What follows belongs to an exercise in optimizing a design on an open flow for small area and a short achievable clock period; a production flow would make more cautious choices.
Only simulation tests tie the RTL to the original design; equivalence was not proved.
Power figures rest on the tool's default switching activity, not on a simulated workload.

--- flow/run.sh ---
#!/bin/bash
# synth_recipe.tcl (not shown) runs the flow's synth.tcl, then flattens the netlist and writes it again
# the make line also repeats each setting of config.mk as NAME=value (left out here)
make -C /OpenROAD-flow-scripts/flow DESIGN_CONFIG=/design/flow/config.mk WORK_HOME=/design/flow/orfs CLKGATE_MAP_FILE= SYNTH_SCRIPT=/design/flow/synth_recipe.tcl finish
--- flow/config.mk ---
export PLATFORM = sky130hd
export DESIGN_NAME = mem_responder
export DESIGN_NICKNAME = mem_responder
export VERILOG_FILES = /design/flow/design.v
export SDC_FILE = /design/flow/constraint.sdc
export NUM_CORES = 4
export LEC_CHECK = 0
export CAP_MARGIN = 20
export CORE_MARGIN = 2
export CORE_UTILIZATION = 40
export SLEW_MARGIN = 20
--- flow/constraint.sdc ---
create_clock -name core_clock -period 4.5 [get_ports {clk}]
set_input_delay 0.9000 -clock core_clock [delete_from_list [all_inputs] [get_ports {clk}]]
set_output_delay 0.9000 -clock core_clock [all_outputs]
set_load 0.01 [all_outputs]
--- flow/design.v ---
package mem_responder_pkg;
   typedef enum logic [2:0] {
      S_INIT   = 3'd0,
      S_IDLE   = 3'd1,
      S_WAIT   = 3'd2,
      S_ACCESS = 3'd3,
      S_RESP   = 3'd4
   } state_t;
   localparam logic [3:0] NOP = 4'd0;
   localparam logic [3:0] ADD = 4'd1;
   localparam logic [3:0] SUB = 4'd2;
   localparam logic [3:0] AND = 4'd3;
   localparam logic [3:0] NOT = 4'd4;
   localparam logic [3:0] RD  = 4'd5;
   localparam logic [3:0] WR  = 4'd6;
   localparam logic [3:0] BR  = 4'd7;
   localparam logic [3:0] BRZ = 4'd8;
   function automatic logic is_store(input logic [3:0] op);
      return (op == WR);
   endfunction
endpackage
module mem_array #(
   parameter int unsigned word_sz = 8,
   parameter int unsigned mem_sz  = 256,
   parameter int unsigned addr_w  = 8
) (
   input  logic               i_clk,
   input  logic               i_we,
   input  logic               i_re,
   input  logic [addr_w-1:0]  i_addr,
   input  logic [word_sz-1:0] i_wdata,
   output logic [word_sz-1:0] o_rdata
);
   logic [word_sz-1:0] r_mem [mem_sz];
   logic [word_sz-1:0] r_rdata;
   always_ff @(posedge i_clk) begin
      if (i_we) r_mem[i_addr] <= i_wdata;
      if (i_re) r_rdata <= r_mem[i_addr];
   end
   assign o_rdata = r_rdata;
endmodule
import mem_responder_pkg::*;
module mem_responder #(
   parameter int unsigned word_sz     = 16,
   parameter int unsigned mem_sz      = 256,
   parameter int unsigned wait_cycles = 2
) (
   input  logic               clk,
   input  logic               rst,
   input  logic               bus_req_valid,
   output logic               bus_req_ready,
   input  logic               bus_req_write,
   input  logic [word_sz-1:0] bus_req_addr,
   input  logic [word_sz-1:0] bus_req_wdata,
   output logic               bus_rsp_valid,
   input  logic               bus_rsp_ready,
   output logic [word_sz-1:0] bus_rsp_rdata,
   output logic               bus_rsp_err
);
   localparam int unsigned ADDR_W    = (mem_sz > 1) ? $clog2(mem_sz) : 1;
   localparam logic [3:0]  WAIT_LOAD = 4'(wait_cycles);
   mem_responder_pkg::state_t r_state, w_state_nxt;
   logic [3:0]         r_cnt, w_cnt_nxt;
   logic               w_latch;
   logic               r_write;
   logic [word_sz-1:0] r_addr;
   logic [word_sz-1:0] r_wdata;
   logic [word_sz-1:0] r_rsp_rdata;
   logic               r_rsp_err;
   logic               r_rd_sel;
   logic               w_in_range;
   logic               w_we;
   logic               w_re;
   logic [word_sz-1:0] w_arr_rdata;
   assign w_in_range = (32'(r_addr) < mem_sz);
   assign w_we       = (r_state == S_ACCESS) && w_in_range && r_write;
   assign w_re       = (r_state == S_ACCESS) && w_in_range && !r_write;
   always_ff @(posedge clk or negedge rst) begin
      if (!rst) begin
         r_state <= S_INIT;
         r_cnt   <= '0;
      end else begin
         r_state <= w_state_nxt;
         r_cnt   <= w_cnt_nxt;
      end
   end
   always_comb begin
      w_state_nxt = r_state;
      w_cnt_nxt   = r_cnt;
      w_latch     = 1'b0;
      case (r_state)
         S_INIT:   w_state_nxt = S_IDLE;
         S_IDLE: begin
            if (bus_req_valid) begin
               w_latch = 1'b1;
               if (wait_cycles == 0) begin
                  w_state_nxt = S_ACCESS;
               end else begin
                  w_cnt_nxt   = WAIT_LOAD;
                  w_state_nxt = S_WAIT;
               end
            end
         end
         S_WAIT: begin
            w_cnt_nxt = r_cnt - 4'd1;
            if (r_cnt <= 4'd1) w_state_nxt = S_ACCESS;
         end
         S_ACCESS: w_state_nxt = S_RESP;
         S_RESP:   if (bus_rsp_ready) w_state_nxt = S_IDLE;
         default:  w_state_nxt = S_INIT;
      endcase
   end
   always_ff @(posedge clk or negedge rst) begin
      if (!rst) begin
         r_write     <= 1'b0;
         r_addr      <= '0;
         r_wdata     <= '0;
         r_rsp_rdata <= '0;
         r_rsp_err   <= 1'b0;
         r_rd_sel    <= 1'b0;
      end else begin
         if (w_latch) begin
            r_write <= bus_req_write;
            r_addr  <= bus_req_addr;
            r_wdata <= bus_req_wdata;
         end
         if (r_state == S_ACCESS) begin
            r_rsp_err   <= !w_in_range;
            r_rd_sel    <= w_in_range && !r_write;
            r_rsp_rdata <= (w_in_range && r_write) ? r_wdata : '0;
         end
      end
   end
   mem_array #(
      .word_sz (word_sz),
      .mem_sz  (mem_sz),
      .addr_w  (ADDR_W)
   ) u_mem_array (
      .i_clk   (clk),
      .i_we    (w_we),
      .i_re    (w_re),
      .i_addr  (r_addr[ADDR_W-1:0]),
      .i_wdata (r_wdata),
      .o_rdata (w_arr_rdata)
   );
   assign bus_req_ready = (r_state == S_IDLE);
   assign bus_rsp_valid = (r_state == S_RESP);
   assign bus_rsp_rdata = r_rd_sel ? w_arr_rdata : r_rsp_rdata;
   assign bus_rsp_err   = r_rsp_err;
endmodule
==> reports/qor.csv <==
metric;value;unit
DP Worst Slack;0.199;ns
clock slew at reported path FFs;0.06;ns
Clock Power Share;29.1;%
DP Wirelength;252000;um
largest net degree at the start of global routing;186;
GRT Residual Overflow;0;
Vias;77800;
Clock Tree Root;clkbuf_16;
DRT Wirelength;427000;um
H-tree depth;5;
via count of the first global-routing pass;77300;
Post-synth EDFFs;4112;
syn_nets;6919;
ys flop type;edfxtp_1;
clk buf depth;4;
CP Data Arrival Time;4.92;ns
Initial Util;40.2;%
P_int;81.3;mW
Netlist Area Pre-Place;158000;um^2
sequential share of power;42.3;%
RSZ-0062 raised after global routing;false;
CTS tree;built;
Clock Latency Late Sink;0.98;ns
Hold Crit Class;in -> async;
CP delay by family, top;compound AO/OA/AOI/OAI gates;
main area contributors after synthesis;edfxtp_1 (78%), mux4_2 (15%), a22oi_1 (2.4%), dfrtp_1 (0.92%), a21oi_1 (0.81%);
VDD IR max;0.000637;V
I/O pins;56;
Pleak;56.5;nW
post-CTS setup buffers;0;
crit end category;flip-flop;
CP Class;reg -> reg;
nets@finish;7566;
register area share after synthesis;79.2;%
Power Density;655;nW/um^2
sw frac;32.1;%
CTS buffer count;429;
switching pwr;38.3;mW
FILL cells;32000;
Avg Cell Area, Syn;22.9;um^2
# clock sinks;4170;
Die H;632;um
Setup crit start kind;flip-flop;
Peak Freq;0.235;GHz
drt initial violations;10600;
cell accounting for the most synthesized area;edfxtp_1;
async set or reset register ratio after synthesis;1.39;%
Pre-antenna DRT Iters;6;
share of the synthesized area in the top cell type;78.3;%
Distinct cells, synth;35;
gr usage total;21.1;%
DR vias/cell;5.93;
status;no timing/DRC/antenna violations;
Req. time, crit path;5.17;ns
Crit-path slowest cell;dfrtp_4;
crit share post-route;94.5;%
Final setup violation count;0;
crit path max fanout;28;
Final Max Tran Viols;0;
input/output buffers;55;
post-layout min period;4.25;ns
Synth top cells by count;edfxtp_1 (4112), mux4_2 (1024), a22oi_1 (512);
Power, Total;120;mW
Yosys warnings;2;
Slew HR;10.3;%
CP bufs+invs;1;
chip width;632;um
WL per Instance;32.6;um
Logic pwr share;28.6;%
share of cells above drive strength 1;29.8;%
Seq cells post-synth;4170;
remaining antenna violation count;0;
count leader, synth;edfxtp_1;
setup ws final;0.249;ns
site row count;230;
GPL Wtd Cong;0.825;
synthesis-to-layout area growth;15.7;%
first-pass GRT wire length;602000;um
final hold vios;0;
die area;399000;um^2
initial antenna violation count;17;
Cells after Synth;6880;
Slew @ Worst Pin;1.34;ns
Residual DRC;0;
Crit path largest cell delay;1.01;ns
worst path cell trace;buf_4, mux4_2, a22oi_1, a21oi_1, o41ai_2, nand4_1;
max cap viols;0;
Layout Skew;0.0611;ns
CORE AREA;393000;um^2
## sequential cells by signal (all words and copies together) (netlist names)
name	count
r_cnt	4
r_addr	16
r_wdata	16
r_rsp_err	1
r_state	3
r_rsp_rdata	16
u_mem_array.r_rdata	16
u_mem_array.r_mem	4096
r_rd_sel	1
r_write	1
## logic make-up (layout without fill, tap and decap cells)
logic type / count (synthesis) / in the layout / synth area share [%]
AO/OA/AOI/OAI: 860 / 860 / 3.74
XOR/XNOR: 1 / 1 / 0.00555
adder cells (fa/ha/maj): 2 / 2 / 0.0159
buffers and inverters: 427 / 1435 / 1.18
flip-flops: 4170 / 4170 / 79.2
multiplexers: 1073 / 1073 / 15.0
other: 0 / 9 / 0
AND/OR/NAND/NOR: 347 / 347 / 0.912
## power by group through the flow
stage                     logic (mW)  clock network [mW]  registers, mW
after floorplan                 17.6                   0           53.7
after global placement          34.0                   0           51.3
after detailed placement        34.5                   0           51.4
after CTS                       34.5                35.3           50.6
after global routing            36.1                36.8           50.6
final                           34.2                34.8           50.6
## layout make-up
cell class / instances / area (um^2) / share of cell area, %
clock inverter: 251 / 2330 / 1.28
antenna: 9 / 22.5 / 0.0123
inverter: 3 / 11.3 / 0.00617
clock buffer: 541 / 11400 / 6.27
tap: 5220 / 6530 / 3.58
sequential: 4170 / 125000 / 68.5
multi-input combinational: 2283 / 31400 / 17.2
timing repair buffer: 640 / 5870 / 3.21
## timing repair
action                                 CTS  global route
gates resized for setup                  0             0
endpoints found under the hold margin   25             0
setup endpoints to repair                0             0
hold buffers                             1             0
## per-layer routing
layer	GRT usage [%]	vias to the layer above	share of wire [%]	wire, um
met1	29.9	42300	40	171000
met4	6.10	6	2.9	12300
met5	0	-	0.0098	42
met3	3.48	538	8.7	37200
li1	-	30900	-	-
met2	33.8	4075	48	207000
## per-stage QoR
step | TNS (ns) | instance area, um^2 | util (%) | std cells | hold slack, ns
after floorplan | 0 | 158000 | - | 6880 | 0.469
after global placement | -1.29 | 169000 | 43.0 | 12300 | 0.485
after detailed placement | 0 | 169000 | 43.0 | 12300 | 0.487
after CTS | 0 | 182000 | 46.5 | 13100 | 0.364
after global routing | 0 | 183000 | 46.5 | 13100 | 0.440
final | 0 | 183000 | 46.5 | 13100 | 0.422
## worst paths after layout
check	slack, ns	startpoint	cells after the start	endpoint
setup reg to reg	0.25	r_addr[1]$_DFFE_PN0P_	6	u_mem_array.r_rdata[12]$_DFFE_PP_
min in group core_clock	0.51	r_rsp_rdata[0]$_DFFE_PN0P_	1	r_rsp_rdata[0]$_DFFE_PN0P_
hold reg to reg	0.51	r_rsp_rdata[0]$_DFFE_PN0P_	1	r_rsp_rdata[0]$_DFFE_PN0P_
setup / recovery	0.25	r_addr[1]$_DFFE_PN0P_	6	u_mem_array.r_rdata[12]$_DFFE_PP_
hold / removal	0.42	rst	2	r_wdata[14]$_DFFE_PN0P_
max in group asynchronous	2.95	rst	3	r_addr[1]$_DFFE_PN0P_
## cell usage in the layout, fill, tap and decap left out, types with 36 or more instances in the layout
master | netlist | final
clkbuf_1 | 265 | 88
clkbuf_16 | 0 | 433
dfrtp_1 | 58 | 40
edfxtp_1 | 4112 | 4112
nor2_1 | 264 | 244
mux4_2 | 1024 | 1024
a21oi_1 | 256 | 256
clkinv_1 | 0 | 106
bufinv_16 | 0 | 36
a22oi_1 | 512 | 512
clkdlybuf4s50_1 | 0 | 54
buf_4 | 13 | 511
buf_12 | 0 | 71
clkinv_2 | 0 | 70
mux2_2 | 49 | 49

## separate check: timing with driven ports
The flow's constraints put no driver on any port. The routed layout listed below was extracted and timed again, unchanged, in two steps.
Step 1, drivers: a clkbuf_16 drives clk and a buf_2 each remaining input, both assumed.
Step 2, shift: input delay + t, output delay - t, t = (earliest + latest rising clock arrival at the registers) / 2. This alone moves slack from input paths to output paths.
a / b / c = ideal ports / drivers / drivers and shift; a / b = the first two.
t (ns): 1.058
slack for setup (ns): 0.249 / 0.249 / 0.249
worst hold slack (ns): 0.422 / 0.343 / 0.506
latest minus earliest clock arrival (ns): 0.079 / 0.079
pins driven straight from the clock port: 1
After both steps setup and hold are still met in this run. The setup slack of this run moves by 0.000 ns with the drivers and by 0.000 ns with both steps.
